Source: an optimization exercise on an open RTL-to-GDS flow (aim: small area, a short achievable clock period and few clock cycles per item). Production flows keep margins and buffers that such runs may drop. In this exercise RTL edits were held to simulation tests only and were not proved equivalent to the original. Power and IR drop assume default switching activity.

File: flow/config.mk
export PLATFORM = sky130hd
export DESIGN_NAME = lsuOutUnit
export DESIGN_NICKNAME = lsuOutUnit
export VERILOG_FILES = /design/flow/design.v
export SDC_FILE = /design/flow/constraint.sdc
export NUM_CORES = 4
export LEC_CHECK = 0
export CAP_MARGIN = 20
export CORE_MARGIN = 2
export CORE_UTILIZATION = 40
export SLEW_MARGIN = 20
File: flow/constraint.sdc
create_clock -name core_clock -period 5.5 [get_ports {clk}]
set_input_delay 1.1000 -clock core_clock [delete_from_list [all_inputs] [get_ports {clk}]]
set_output_delay 1.1000 -clock core_clock [all_outputs]
set_load 0.01 [all_outputs]
File: flow/design.v
package lsuOutPkg;
	localparam int ADDR_WIDTH = 32;
	localparam int WORD_BYTES = 4;
	localparam int SEGMENT_BYTES = 64;
	localparam int SEGMENT_WORDS = SEGMENT_BYTES / WORD_BYTES;
	localparam int WORD_INDEX_WIDTH = $clog2(SEGMENT_WORDS);
	localparam int BYTE_OFFSET_WIDTH = $clog2(WORD_BYTES);
	localparam int SEGMENT_WIDTH = ADDR_WIDTH - WORD_INDEX_WIDTH - BYTE_OFFSET_WIDTH;
	typedef logic [SEGMENT_WIDTH-1:0] segmentAddr_t;
	typedef logic [WORD_BYTES*8-1:0] word_t;
	typedef logic [SEGMENT_BYTES-1:0] byteMask_t;
	typedef logic [SEGMENT_BYTES*8-1:0] line_t;
	typedef logic [4:0] warpId_t;
	typedef logic [4:0] regId_t;
	typedef union packed {
		logic [ADDR_WIDTH-1:0] raw;
		struct packed {
			segmentAddr_t segment;
			logic [WORD_INDEX_WIDTH-1:0] wordIndex;
			logic [BYTE_OFFSET_WIDTH-1:0] byteOffset;
		} field;
	} laneAddr_u;
endpackage
module lsuOutUnit #(
	parameter int NUM_LANES = 8
) (
	input logic clk,
	input logic reset,
	input logic reqValid_i,
	input logic [NUM_LANES-1:0] reqLaneMask_i,
	input logic [NUM_LANES*32-1:0] reqAddr_i,
	input logic [NUM_LANES*32-1:0] reqData_i,
	input logic [4:0] reqWarp_i,
	input logic [4:0] reqReg_i,
	input logic reqWrite_i,
	output logic lsuBusy_o,
	input logic memReady_i,
	output logic memReq_o,
	output logic [25:0] memAddr_o,
	output logic [63:0] memByteMask_o,
	output logic [511:0] memData_o,
	output logic [4:0] memWarp_o,
	output logic [4:0] memReg_o,
	output logic memWrite_o
);
	localparam int WORDS = lsuOutPkg::SEGMENT_WORDS;
	logic accept;
	logic [WORDS-1:0][NUM_LANES-1:0] hit;
	logic [WORDS-1:0][NUM_LANES-1:0] sel;
	logic [WORDS-1:0] wordValid;
	lsuOutPkg::segmentAddr_t segment;
	logic [WORDS-1:0][NUM_LANES-1:0] selQ;
	logic [WORDS-1:0] wordValidQ;
	logic [NUM_LANES-1:0][31:0] dataQ;
	assign lsuBusy_o = !memReady_i;
	assign accept = reqValid_i && memReady_i;
	always_comb begin
		for (int w = 0; w < WORDS; w++) begin
			for (int i = 0; i < NUM_LANES; i++) begin
				hit[w][i] = reqLaneMask_i[i]
					&& (reqAddr_i[32*i+lsuOutPkg::BYTE_OFFSET_WIDTH +: lsuOutPkg::WORD_INDEX_WIDTH] == w);
			end
		end
		for (int w = 0; w < WORDS; w++) begin
			wordValid[w] = |hit[w];
			for (int i = 0; i < NUM_LANES; i++) begin
				sel[w][i] = hit[w][i] && reqWrite_i;
				for (int j = i + 1; j < NUM_LANES; j++) begin
					if (hit[w][j]) sel[w][i] = 1'b0;
				end
			end
		end
	end
	always_comb begin
		segment = '0;
		for (int i = NUM_LANES - 1; i >= 0; i--) begin
			if (reqLaneMask_i[i]) begin
				segment = reqAddr_i[32*i+32-lsuOutPkg::SEGMENT_WIDTH +: lsuOutPkg::SEGMENT_WIDTH];
			end
		end
	end
	always_ff @(posedge clk) begin
		if (reset) begin
			memReq_o <= 1'b0;
		end else begin
			memReq_o <= accept && (|reqLaneMask_i);
		end
	end
	always_ff @(posedge clk) begin
		selQ <= sel;
		wordValidQ <= wordValid;
		dataQ <= reqData_i;
		memAddr_o <= segment;
		memWarp_o <= reqWarp_i;
		memReg_o <= reqReg_i;
		memWrite_o <= reqWrite_i;
	end
	always_comb begin
		for (int w = 0; w < WORDS; w++) begin
			memByteMask_o[w*lsuOutPkg::WORD_BYTES +: lsuOutPkg::WORD_BYTES] = {lsuOutPkg::WORD_BYTES{wordValidQ[w]}};
			memData_o[w*32 +: 32] = '0;
			for (int i = 0; i < NUM_LANES; i++) begin
				memData_o[w*32 +: 32] = memData_o[w*32 +: 32] | ({32{selQ[w][i]}} & dataQ[i]);
			end
		end
	end
endmodule
File: flow/run.sh
#!/bin/bash
# synth_recipe.tcl (not shown) runs the flow's synth.tcl, then flattens the netlist and writes it again
# the make line also repeats each setting of config.mk as NAME=value (left out here)
make -C /OpenROAD-flow-scripts/flow DESIGN_CONFIG=/design/flow/config.mk WORK_HOME=/design/flow/orfs CLKGATE_MAP_FILE= SYNTH_SCRIPT=/design/flow/synth_recipe.tcl finish
==> qor.csv, run 1 <==
metric,value,unit
die extent in y,301,µm
async set or reset register ratio after synthesis,0,
Synth Instances,4636,
Starting Density,0.405,
"top cells by count, synth","2085 x a22oi_1, 920 x clkbuf_1, 532 x nand4_1, 438 x dfxtp_1, 82 x nand2_1",
post-synth top area share,0.443,
Area contributors post-synth,"a22oi_1 44%, dfxtp_1 25%, clkbuf_1 9.8%",
error msg,[ERROR PPL-0024] Number of IO pins (1150) exceeds maximum number of available positions (1088). Increase the die perimeter from 1204.60um to 1564.00um.,
Synth area leader,a22oi_1,
FP Rows,108,
status,stopped before the end,
synth unique cells,68,
"flops & latches, synth",438,
Syn Area/Cell,7.62,µm²
last step reached,I/O pin placement (3_2_place_iop),
yosys warns,1,
most common cell in the netlist,a22oi_1,
net count after synthesis,5171,
"Cell Area, Synth",35300,µm²
Die X,301,µm
"Top FF cell, synth",dfxtp_1,
register area share after synthesis,0.248,
"EDFF count, synth",0,
==> logic make-up after synthesis <==
| kind of cell | after synthesis | synth area share |
|---|---|---|
| AOI/OAI and AO/OA | 2262 | 0.481 |
| buffers and inverters | 1009 | 0.114 |
| DFF | 438 | 0.248 |
| and+or+nand+nor | 927 | 0.157 |
Testbench counts, summed over its fixed seeds: cycles 3,535, items 3,200.
==> run 2: changes to the inputs <==
--- a/flow/config.mk
+++ b/flow/config.mk
@@ -6,6 +6,6 @@
 export NUM_CORES = 4
 export LEC_CHECK = 0
 export CAP_MARGIN = 20
-export CORE_MARGIN = 2
-export CORE_UTILIZATION = 40
+export CORE_AREA = 4 4 396 396
+export DIE_AREA = 0 0 400 400
 export SLEW_MARGIN = 20
==> run 2 against run 1 <==
Effect of this change: now clean on timing, DRC and antenna; area after synthesis is the same; synthesized cell count is the same.
==> qor.csv, run 2 <==
metric,value,unit
max reg flops,256,
Vias,55400,
Overflow after GRT,0,
post-synth top area share,0.443,
largest registers,"dataQ: 256 flops, selQ: 128 flops, memAddr_o: 26 flops",
die extent in y,400,µm
vias in the first global route,51400,
core area,152000,µm²
Starting DRT DRC Count,13700,
"Top FF cell, synth",dfxtp_1,
Final Cycle Share,0.877,
PD cells,203,nW/µm²
layout cell share with drive strength beyond 1,0.0858,
yosys warns,1,
"commonest non-fill, non-tap cell in the layout",a22oi_1,
synth unique cells,68,
CTS sink count,438,
DRC viols,0,
CTS resizes,0,
clock buffer count from CTS,52,
"Data required, critical path",4.40,ns
Crit Path Class,flip-flop to primary output,
Root Buffer,clkbuf_16,
"top cells by count, synth","2085 x a22oi_1, 920 x clkbuf_1, 532 x nand4_1, 438 x dfxtp_1, 82 x nand2_1",
Fin Hold WS,0.815,ns
Syn Area/Cell,7.62,µm²
worst-path fanout max,23,
FP Rows,143,
Worst Path Arrival,3.72,ns
Synth area leader,a22oi_1,
"flops & latches, synth",438,
Max Clk Rate,0.207,GHz
net count after synthesis,5171,
CTS tree,yes,
WL/cell,50.6,µm
first-pass iteration count of the detailed router,17,
async set or reset register ratio after synthesis,0,
clock transition at the registers of the reported paths,0.08,ns
Setup Viol. Count Final,0,
Hold Path Sink,dataQ[73],
max cap viols,0,
dpl hpwl,239000,µm
largest net degree at the start of global routing,33,
RSZ-0062 raised after global routing,false,
Max clock buf depth,3,
Die ar.,160000,µm²
depth of the CTS H-tree,2,
most common cell in the netlist,a22oi_1,
Tmin final,4.82,ns
Static Leakage,0.0149,µW
register area share after synthesis,0.248,
Largest Register,dataQ,
PortBufs,1133,
Max-slew headroom,0.0393,
layout overhead on the synthesized area,37.5,%
CP Capture Type,primary output,
post-route ant nets,0,
initial antenna violation count,79,
Starting Density,0.232,
Synth Instances,4636,
"Hold Violations, Final",0,
Hold Startpoint,reqData_i[73],
fin nets,5517,
hold crit path type,input pin to flip-flop,
Max Slew Vio Count,0,
Routed WL,359000,µm
first-pass GRT wire length,464000,µm
Tot GR Track Use,0.418,
Top Ports,1150,
RePlAce Congestion,1.01,
Area contributors post-synth,"a22oi_1 44%, dfxtp_1 25%, clkbuf_1 9.8%",
Via density,7.81,
Setup crit start kind,flip-flop,
Peak VDD IR,0.250,mV
setup TNS,0,ns
Die X,400,µm
"Cell Area, Synth",35300,µm²
hold buffer count at CTS,0,
postcts setup bufs,0,
slew at the pin closest to its max-slew limit,1.44,ns
Worst Hold Path Cells,1,
most frequent cells in the layout,"2085 x a22oi_1, 1130 x clkdlybuf4s50_1, 532 x nand4_1",
status,"complete, no violations",
"EDFF count, synth",0,
==> run 2: report_power, final <==
part / total, µW / leakage, µW / switching (µW) / internal [µW]
clock: 3850 / 0.000889 / 1740 / 2100
combinational: 1870 / 0.0103 / 930 / 943
sequential: 4150 / 0.00371 / 835 / 3320
total: 9870 / 0.0149 / 3510 / 6360
==> run 2: routing by layer <==
layer | vias up | global-route usage | part of all wire | routed length, µm
met3 | 2299 | 0.244 | 0.17 | 60800
li1 | 19600 | - | - | -
met4 | 54 | 0.309 | 0.10 | 37600
met2 | 7174 | 0.593 | 0.39 | 142000
met5 | - | 0.0493 | 0.0032 | 1140
met1 | 26300 | 0.455 | 0.33 | 118000
==> run 2: layout make-up <==
class | instances | area [µm²]
clock buffers | 64 | 1450
clock inverters | 33 | 407
inverters | 5 | 18.8
multi-input cells | 3189 | 22500
well taps | 2030 | 2540
fillers | 16000 | 104000
diodes | 42 | 105
flip-flops and latches | 438 | 8950
repair buffers | 1296 | 12600
==> run 2: worst max-delay path: stages (launching register included) <==
cell and delay [ns]:
dfxtp_2 1.27, buf_4 0.38, a22oi_1 0.12, nand4_1 0.54
clkdlybuf4s50_1 0.66
==> run 2: metrics by stage <==
stage               cell area, µm²  utilization  total power [µW]  instances  setup slack [ns]
floorplan                    35300            -              4480       4636              3.08
finish                       48600        0.319              9870       7097             0.679
global placement             46600        0.306              5950       6958              1.47
CTS                          48500        0.318              9750       7055             0.983
detailed placement           46600        0.306              5940       6958              1.45
global route                 48500        0.319             10000       7072             0.852
==> run 2: worst max path at each step <==
stage               slack, ns              from        endpoint
detailed placement       1.45  reqLaneMask_i[5]    memAddr_o[1]
global placement         1.47  reqLaneMask_i[5]    memAddr_o[1]
global route             0.85          selQ[13]   memData_o[50]
floorplan                3.08    reqAddr_i[194]  wordValidQ[14]
finish                   0.68          selQ[89]  memData_o[361]
CTS                      0.98          selQ[93]  memData_o[383]
==> run 2: cells by family after synthesis <==
logic type / synth area share
AOI/OAI and AO/OA: 0.481
buffers and inverters: 0.114
and+or+nand+nor: 0.157
DFF: 0.248
==> run 3: changes to the inputs <==
--- a/flow/design.v
+++ b/flow/design.v
@@ -45,6 +45,7 @@
 );
 	localparam int WORDS = lsuOutPkg::SEGMENT_WORDS;
 	logic accept;
+	logic pendQ;
 	logic [WORDS-1:0][NUM_LANES-1:0] hit;
 	logic [WORDS-1:0][NUM_LANES-1:0] sel;
 	logic [WORDS-1:0] wordValid;
@@ -52,8 +53,8 @@
 	logic [WORDS-1:0][NUM_LANES-1:0] selQ;
 	logic [WORDS-1:0] wordValidQ;
 	logic [NUM_LANES-1:0][31:0] dataQ;
-	assign lsuBusy_o = !memReady_i;
-	assign accept = reqValid_i && memReady_i;
+	assign lsuBusy_o = pendQ;
+	assign accept = reqValid_i && !pendQ;
 	always_comb begin
 		for (int w = 0; w < WORDS; w++) begin
 			for (int i = 0; i < NUM_LANES; i++) begin
@@ -82,18 +83,25 @@
 	always_ff @(posedge clk) begin
 		if (reset) begin
 			memReq_o <= 1'b0;
+			pendQ <= 1'b0;
+		end else if (pendQ) begin
+			memReq_o <= memReady_i;
+			pendQ <= !memReady_i;
 		end else begin
-			memReq_o <= accept && (|reqLaneMask_i);
+			memReq_o <= accept && (|reqLaneMask_i) && memReady_i;
+			pendQ <= accept && (|reqLaneMask_i) && !memReady_i;
 		end
 	end
 	always_ff @(posedge clk) begin
-		selQ <= sel;
-		wordValidQ <= wordValid;
-		dataQ <= reqData_i;
-		memAddr_o <= segment;
-		memWarp_o <= reqWarp_i;
-		memReg_o <= reqReg_i;
-		memWrite_o <= reqWrite_i;
+		if (!pendQ) begin
+			selQ <= sel;
+			wordValidQ <= wordValid;
+			dataQ <= reqData_i;
+			memAddr_o <= segment;
+			memWarp_o <= reqWarp_i;
+			memReg_o <= reqReg_i;
+			memWrite_o <= reqWrite_i;
+		end
 	end
 	always_comb begin
 		for (int w = 0; w < WORDS; w++) begin
--- a/flow/config.mk
+++ b/flow/config.mk
@@ -6,6 +6,6 @@
 export NUM_CORES = 4
 export LEC_CHECK = 0
 export CAP_MARGIN = 20
-export CORE_AREA = 4 4 396 396
-export DIE_AREA = 0 0 400 400
+export CORE_MARGIN = 2
+export CORE_UTILIZATION = 40
 export SLEW_MARGIN = 20
==> run 3 against run 2 <==
Effect of this change: the flow now stops in I/O pin placement (3_2_place_iop); synthesized cell count decreased by 0.88%; area after synthesis up 12%.
==> qor.csv, run 3 <==
metric,value,unit
die extent in y,318,µm
Starting Density,0.402,
"top cells by count, synth","2054 x a22oi_1, 937 x clkbuf_1, 521 x nand4_1, 437 x edfxtp_1, 70 x nor3_1",
FP Rows,115,
Syn Area/Cell,8.60,µm²
"EDFF count, synth",437,
Synth area leader,a22oi_1,
Die X,318,µm
Synth Instances,4595,
post-synth top area share,0.390,
register area share after synthesis,0.333,
last step reached,I/O pin placement (3_2_place_iop),
most common cell in the netlist,a22oi_1,
"Cell Area, Synth",39500,µm²
async set or reset register ratio after synthesis,0,
net count after synthesis,5130,
"flops & latches, synth",439,
synth unique cells,60,
status,stopped before the end,
"Top FF cell, synth",edfxtp_1,
yosys warns,1,
error msg,[ERROR PPL-0024] Number of IO pins (1150) exceeds maximum number of available positions (1148). Increase the die perimeter from 1272.88um to 1564.00um.,
Area contributors post-synth,"a22oi_1 39%, edfxtp_1 33%, clkbuf_1 8.9%",
run 3: cell types whose count changed after synthesis, moves of 23 or more:
cell	delta
edfxtp_1	+437
dfxtp_1	-436
a221oi_1	+42
a22oi_1	-31
o221ai_1	+24
o221a_2	+23
run 3: cell families after synthesis:
group	after synthesis	share of synthesized area
AO/OA/AOI/OAI	2249	0.431
buffers and inverters	1013	0.102
AND/OR/NAND/NOR	894	0.135
flip-flops	439	0.333
Testbench counts of run 3, summed over its fixed seeds: cycles 3,542, items 3,200.

==> separate check: timing with driven ports <==
The results above use ideal ports. As a check the final layout listed here was re-extracted and re-timed, cells and wires unchanged.
Step 1 sets driving cells, clkbuf_16 on the clock port and buf_2 on the other inputs (assumed; they add their load-dependent delay and slew).
Step 2 times the ports against the registers' clock, not the clock port: input delays grow and output delays shrink by t, the midpoint of the rising clock arrivals with the driver on.
Slacks: ideal / step 1 / step 2; pairs: ideal / step 1.
run: run 2
t, ns: 0.783
setup WS [ns]: 0.679 / 0.597 / 1.380
worst setup path at the end: register to output
cell pins on the clock port's net: 1
After both steps setup and hold are still met in run 2. For run 2, drivers alone change the setup slack by -0.082 ns; drivers and shift together by +0.701 ns.
